What follows belongs to an exercise in optimizing a design on an open flow for small area and a short achievable clock period; a production flow would make more cautious choices. The RTL was checked by simulation tests, not by an equivalence proof against the original design.

==> module life_rule_cell, before the edit <==
module life_rule_cell (
    input  logic [1:0] s_l,
    input  logic [1:0] s_c,
    input  logic [1:0] s_r,
    input  logic       self,
    input  logic [8:0] birth_mask,
    input  logic [8:0] survive_mask,
    input  logic       b0,            
    input  logic       s1,            
    output logic       next
);
    logic t0, k1, x, y, t1, z, t2;
    life_fa u_fa0 (.a(s_l[0]), .b(s_c[0]), .c(s_r[0]), .s(t0), .co(k1));
    life_fa u_fa1 (.a(s_l[1]), .b(s_c[1]), .c(s_r[1]), .s(x),  .co(y));
    life_ha u_ha0 (.a(x), .b(k1), .s(t1), .co(z));
    assign t2 = y ^ z;
    logic g0, g1, g2, g3;
    life_mux4 u_g0 (.d({s1, survive_mask[7], birth_mask[1], b0}),                .s({self, t0}), .y(g0));
    life_mux4 u_g1 (.d({survive_mask[2:1], birth_mask[3:2]}),                    .s({self, t0}), .y(g1));
    life_mux4 u_g2 (.d({survive_mask[4:3], birth_mask[5:4]}),                    .s({self, t0}), .y(g2));
    life_mux4 u_g3 (.d({survive_mask[6:5], birth_mask[7:6]}),                    .s({self, t0}), .y(g3));
    life_mux4 u_m  (.d({g3, g2, g1, g0}),                                        .s({t2, t1}), .y(next));
endmodule
==> module life_row_engine, before the edit <==
module life_row_engine #(
    parameter int WIDTH  = 64,
    parameter int HEIGHT = 32,
    parameter int WRAP   = 0
) (
    input  logic                                 clk,
    input  logic                                 rst_n,
    input  logic                                 start,
    input  logic [8:0]                           birth_mask,
    input  logic [8:0]                           survive_mask,
    input  logic                                 in_valid,
    output logic                                 in_ready,
    input  logic [WIDTH-1:0]                     in_row,
    output logic                                 out_valid,
    input  logic                                 out_ready,
    output logic [WIDTH-1:0]                     out_row,
    output logic                                 out_last,
    output logic                                 busy,
    output logic                                 gen_done,
    output logic [$clog2(WIDTH*HEIGHT+1)-1:0]    alive_count,
    output logic                                 stable
);
    localparam int CW = $clog2(WIDTH*HEIGHT+1);
    localparam int RW = $clog2(HEIGHT);
    logic             st_fill, st_run, st_drain, st_last;
    logic [8:0]       birth_q, survive_q;
    logic             birth8_n, birth0_n, survive8_n, survive0_n;
    logic [WIDTH-1:0] prev_row, cur_row, below_row, new_row;
    logic [RW-1:0]    row_cnt;
    logic             pend;
    logic             rdy_base;
    logic             out_free, start_go, take_fill, load_run, load_drain, load, shift, last_row;
    assign rdy_base = st_fill | (st_run & !out_valid);
    life_ready u_ready (.run(st_run), .out_ready(out_ready), .base(rdy_base), .ready(in_ready));
    always_comb begin
        busy       = st_fill | st_run | st_drain | st_last;
        out_free   = !out_valid || out_ready;
        start_go   = !busy && start;
        take_fill  = st_fill && in_valid;
        load_run   = st_run && in_valid && out_free;
        load_drain = st_drain && out_free;
        load       = load_run | load_drain;
        shift      = take_fill | load;
        last_row   = (row_cnt == RW'(HEIGHT - 1));
        out_last   = st_last;    
    end
    always_ff @(posedge clk or negedge rst_n) begin
        if (!rst_n) begin
            st_fill   <= 1'b0;
            st_run    <= 1'b0;
            st_drain  <= 1'b0;
            st_last   <= 1'b0;
            row_cnt   <= '0;
            out_valid <= 1'b0;
            gen_done  <= 1'b0;
            pend      <= 1'b0;
        end else begin
            st_fill   <= start_go | (st_fill & !in_valid);
            st_run    <= take_fill | (st_run & !(load_run & last_row));
            st_drain  <= (load_run & last_row) | (st_drain & !out_free);
            st_last   <= load_drain | (st_last & !out_ready);
            gen_done  <= st_last & out_valid & out_ready;
            out_valid <= load | (out_valid & !out_ready);
            pend      <= load;
            if (take_fill | load_run) row_cnt <= row_cnt + RW'(1);
        end
    end
    always_ff @(posedge clk) begin
        if (start_go) begin
            birth_q    <= birth_mask;
            survive_q  <= survive_mask;
            birth8_n   <= !birth_mask[8];
            birth0_n   <= !birth_mask[0];
            survive8_n <= !survive_mask[8];
            survive0_n <= !survive_mask[0];
        end
        if (shift) prev_row <= cur_row;
        if (shift | !busy) cur_row <= below_row;
        if (load)  out_row  <= new_row;
    end
    assign below_row = (st_fill | st_run) ? in_row : '0;
    logic [1:0] col [WIDTH+2];
    assign col[0]       = 2'd0;
    assign col[WIDTH+1] = 2'd0;
    for (genvar j = 0; j < WIDTH; j++) begin : g_col
        life_fa u_col (.a(prev_row[j]), .b(cur_row[j]), .c(below_row[j]),
                       .s(col[j+1][0]), .co(col[j+1][1]));
    end
    localparam int NSH = (WIDTH - 2) / 3 + 1;
    logic [NSH-1:0] b0_sh, s1_sh;
    logic [WIDTH-1:0] b0_c, s1_c;
    for (genvar k = 0; k < NSH; k++) begin : g_sh
        life_mux2i u_b0 (.d({birth8_n, birth0_n}),     .s(col[3*k+2][1]), .y(b0_sh[k]));
        life_mux2i u_s1 (.d({survive8_n, survive0_n}), .s(col[3*k+2][1]), .y(s1_sh[k]));
    end
    for (genvar i = 0; i < WIDTH; i++) begin : g_sel
        if (i / 3 < NSH && 3 * (i / 3) + 1 <= WIDTH - 1 && i <= 3 * (i / 3) + 2) begin : g_shared
            assign b0_c[i] = b0_sh[i / 3];
            assign s1_c[i] = s1_sh[i / 3];
        end else begin : g_edge
            assign b0_c[i] = !birth0_n;
            assign s1_c[i] = !survive0_n;
        end
    end
    for (genvar i = 0; i < WIDTH; i++) begin : g_cell
        life_rule_cell u_cell (
            .s_l (col[i]),
            .s_c (col[i+1]),
            .s_r (col[i+2]),
            .self(cur_row[i]),
            .birth_mask  (birth_q),
            .survive_mask(survive_q),
            .b0          (b0_c[i]),
            .s1          (s1_c[i]),
            .next(new_row[i])
        );
    end
    localparam int PW = $clog2(WIDTH + 1);
    logic [PW-1:0] out_pop, row_pop;
    logic          pend_q;
    logic [CW-1:0] alive_q;
    life_popcount64 u_pop (.x(out_row), .y(out_pop));
    assign alive_count = alive_q + CW'(row_pop & {PW{pend_q}});
    always_ff @(posedge clk) begin
        row_pop <= out_pop;
        pend_q  <= pend;
        if (start_go) begin
            alive_q <= '0;
            stable  <= 1'b1;
        end else begin
            alive_q <= alive_count;
            if (pend && out_row != prev_row) stable <= 1'b0;
        end
    end
endmodule
==> flow/config.mk <==
export PLATFORM = sky130hd
export DESIGN_NAME = life_row_engine
export DESIGN_NICKNAME = life_row_engine
export VERILOG_FILES = /design/flow/design.v
export SDC_FILE = /design/flow/constraint.sdc
export NUM_CORES = 4
export LEC_CHECK = 0
export CAP_MARGIN = 20
export CORE_MARGIN = 2
export CORE_UTILIZATION = 55
export SLEW_MARGIN = 20
export SYNTH_HIERARCHICAL = 1
==> flow/constraint.sdc <==
create_clock -name core_clock -period 11.5 [get_ports {clk}]
set_input_delay 2.3000 -clock core_clock [delete_from_list [all_inputs] [get_ports {clk}]]
set_output_delay 2.3000 -clock core_clock [all_outputs]
set_load 0.01 [all_outputs]
standard.sh (not shown) runs the stock make flow with config.mk's settings and CLKGATE_MAP_FILE= SYNTH_SCRIPT=/design/flow/synth_recipe.tcl, a recipe that flattens the netlist after the stock synthesis.
==> flow/flow/run.sh <==
#!/bin/bash
# The standard synthesis and layout, with these changes to the layout steps:
# - the synthesized combinational cells start as the smallest cell of their kind
#   (flow/downsize.tcl), so that timing repair only grows the ones that need it;
# - the port buffers are the cell named in flow/port_buffer.txt;
# - timing repair aims for the setup slack in flow/setup_margin.txt;
# - clock tree synthesis takes the arguments in flow/cts_args.txt, if present.
set -uo pipefail
cd "$(dirname "$0")/.."
bash standard.sh synth > synth.log 2>&1 || exit 1
export PRE_FLOORPLAN_TCL="$(pwd)/flow/downsize.tcl"
export BUFFER_PORTS_ARGS="-buffer_cell $(cat flow/port_buffer.txt)"
export SETUP_SLACK_MARGIN=$(cat flow/setup_margin.txt)
if [[ -f flow/cts_args.txt ]]; then
  export CTS_ARGS="$(cat flow/cts_args.txt)"
fi
bash standard.sh > layout.log 2>&1
==> flow/flow/cts_args.txt <==
-sink_clustering_enable -repair_clock_nets -buf_list sky130_fd_sc_hd__clkbuf_8 -dont_use_dummy_load -sink_clustering_size 12 -sink_clustering_max_diameter 100
==> flow/flow/downsize.tcl <==
# Swap every combinational cell for the smallest-area cell of its kind (same function,
# another drive strength), so that timing repair only grows the cells whose paths
# need it.
set n_down 0
foreach inst [get_cells *] {
  set ref [get_property $inst ref_name]
  if {![regexp {^(sky130_fd_sc_hd__([a-z0-9]+))_([0-9]+)$} $ref -> base kind drive]} { continue }
  if {[regexp {^(e?df|sdf|dl|tap|fill|decap|conb|clk|dly|probe|lpflow)} $kind]} { continue }
  set best_area [get_property [get_lib_cells $ref] area]
  set best ""
  foreach lc [get_lib_cells -quiet ${base}_*] {
    set name [get_property $lc name]
    if {![regexp "^${base}_\[0-9\]+\$" $name]} { continue }
    set a [get_property $lc area]
    if {$a < $best_area - 1e-6} {
      set best_area $a
      set best $lc
    }
  }
  if {$best ne ""} {
    replace_cell $inst $best
    incr n_down
  }
}
puts "downsize.tcl: swapped $n_down cells for smaller ones"
==> flow/flow/port_buffer.txt <==
sky130_fd_sc_hd__buf_1
==> flow/flow/setup_margin.txt <==
6.5
==> next run, changes <==
--- a/flow/design.v
+++ b/flow/design.v
@@ -6,22 +6,27 @@
     input  logic [1:0] s_l,
     input  logic [1:0] s_c,
     input  logic [1:0] s_r,
     input  logic       self,
     input  logic [8:0] birth_mask,
     input  logic [8:0] survive_mask,
-    input  logic       b0,            
-    input  logic       s1,            
+    input  logic       birth8_n,      
+    input  logic       birth0_n,      
+    input  logic       survive8_n,    
+    input  logic       survive0_n,    
     output logic       next
 );
-    logic t0, k1, x, y, t1, z, t2;
+    logic t0, k1, x, y, t1, z, t2, t3;
     life_fa u_fa0 (.a(s_l[0]), .b(s_c[0]), .c(s_r[0]), .s(t0), .co(k1));
     life_fa u_fa1 (.a(s_l[1]), .b(s_c[1]), .c(s_r[1]), .s(x),  .co(y));
     life_ha u_ha0 (.a(x), .b(k1), .s(t1), .co(z));
     assign t2 = y ^ z;
-    logic g0, g1, g2, g3;
+    assign t3 = s_l[1] & s_c[1] & s_r[1] & k1;
+    logic b0, s1, g0, g1, g2, g3;
+    life_mux2i u_b0 (.d({birth8_n, birth0_n}),     .s(t3), .y(b0));
+    life_mux2i u_s1 (.d({survive8_n, survive0_n}), .s(t3), .y(s1));
     life_mux4 u_g0 (.d({s1, survive_mask[7], birth_mask[1], b0}),                .s({self, t0}), .y(g0));
     life_mux4 u_g1 (.d({survive_mask[2:1], birth_mask[3:2]}),                    .s({self, t0}), .y(g1));
     life_mux4 u_g2 (.d({survive_mask[4:3], birth_mask[5:4]}),                    .s({self, t0}), .y(g2));
     life_mux4 u_g3 (.d({survive_mask[6:5], birth_mask[7:6]}),                    .s({self, t0}), .y(g3));
     life_mux4 u_m  (.d({g3, g2, g1, g0}),                                        .s({t2, t1}), .y(next));
 endmodule
@@ -236,38 +241,24 @@
     assign col[0]       = 2'd0;
     assign col[WIDTH+1] = 2'd0;
     for (genvar j = 0; j < WIDTH; j++) begin : g_col
         life_fa u_col (.a(prev_row[j]), .b(cur_row[j]), .c(below_row[j]),
                        .s(col[j+1][0]), .co(col[j+1][1]));
     end
-    localparam int NSH = (WIDTH - 2) / 3 + 1;
-    logic [NSH-1:0] b0_sh, s1_sh;
-    logic [WIDTH-1:0] b0_c, s1_c;
-    for (genvar k = 0; k < NSH; k++) begin : g_sh
-        life_mux2i u_b0 (.d({birth8_n, birth0_n}),     .s(col[3*k+2][1]), .y(b0_sh[k]));
-        life_mux2i u_s1 (.d({survive8_n, survive0_n}), .s(col[3*k+2][1]), .y(s1_sh[k]));
-    end
-    for (genvar i = 0; i < WIDTH; i++) begin : g_sel
-        if (i / 3 < NSH && 3 * (i / 3) + 1 <= WIDTH - 1 && i <= 3 * (i / 3) + 2) begin : g_shared
-            assign b0_c[i] = b0_sh[i / 3];
-            assign s1_c[i] = s1_sh[i / 3];
-        end else begin : g_edge
-            assign b0_c[i] = !birth0_n;
-            assign s1_c[i] = !survive0_n;
-        end
-    end
     for (genvar i = 0; i < WIDTH; i++) begin : g_cell
         life_rule_cell u_cell (
             .s_l (col[i]),
             .s_c (col[i+1]),
             .s_r (col[i+2]),
             .self(cur_row[i]),
             .birth_mask  (birth_q),
             .survive_mask(survive_q),
-            .b0          (b0_c[i]),
-            .s1          (s1_c[i]),
+            .birth8_n    (birth8_n),
+            .birth0_n    (birth0_n),
+            .survive8_n  (survive8_n),
+            .survive0_n  (survive0_n),
             .next(new_row[i])
         );
     end
     localparam int PW = $clog2(WIDTH + 1);
     logic [PW-1:0] out_pop, row_pop;
     logic          pend_q;
Outcome: Setup slack hardly moves; die area came out higher by 6.0%; final cell count came out higher by 10%; worst hold slack degrades by 0.016 ns; clock-buffer cell count stays the same; wire length came out higher by 10%.

[afterwards: timing with drivers on the ports]
No port has a modelled driver above. Below, the same layouts with a new extraction and two added sets of constraints.
Step 1: set_driving_cell puts a clkbuf_16 on clk and a buf_2 on each other input, an assumption about the parent block.
Step 2 times the ports against the registers' clock, not the clock port: input delays grow and output delays shrink by t, the midpoint of the rising clock arrivals with the driver on.
a / b / c = ideal / step 1 / step 2; a / b = the first two.
run	t (ns)	slack for setup (ns)	worst setup path at the end
the first run	0.643	6.533 / 6.500 / 6.219	input to register
the second run	0.671	6.535 / 6.502 / 6.109	input to register
After both steps every run listed still meets setup and hold. The setup slack of the second run, which loses most, moves by -0.033 ns with the drivers and by -0.426 ns with both steps.
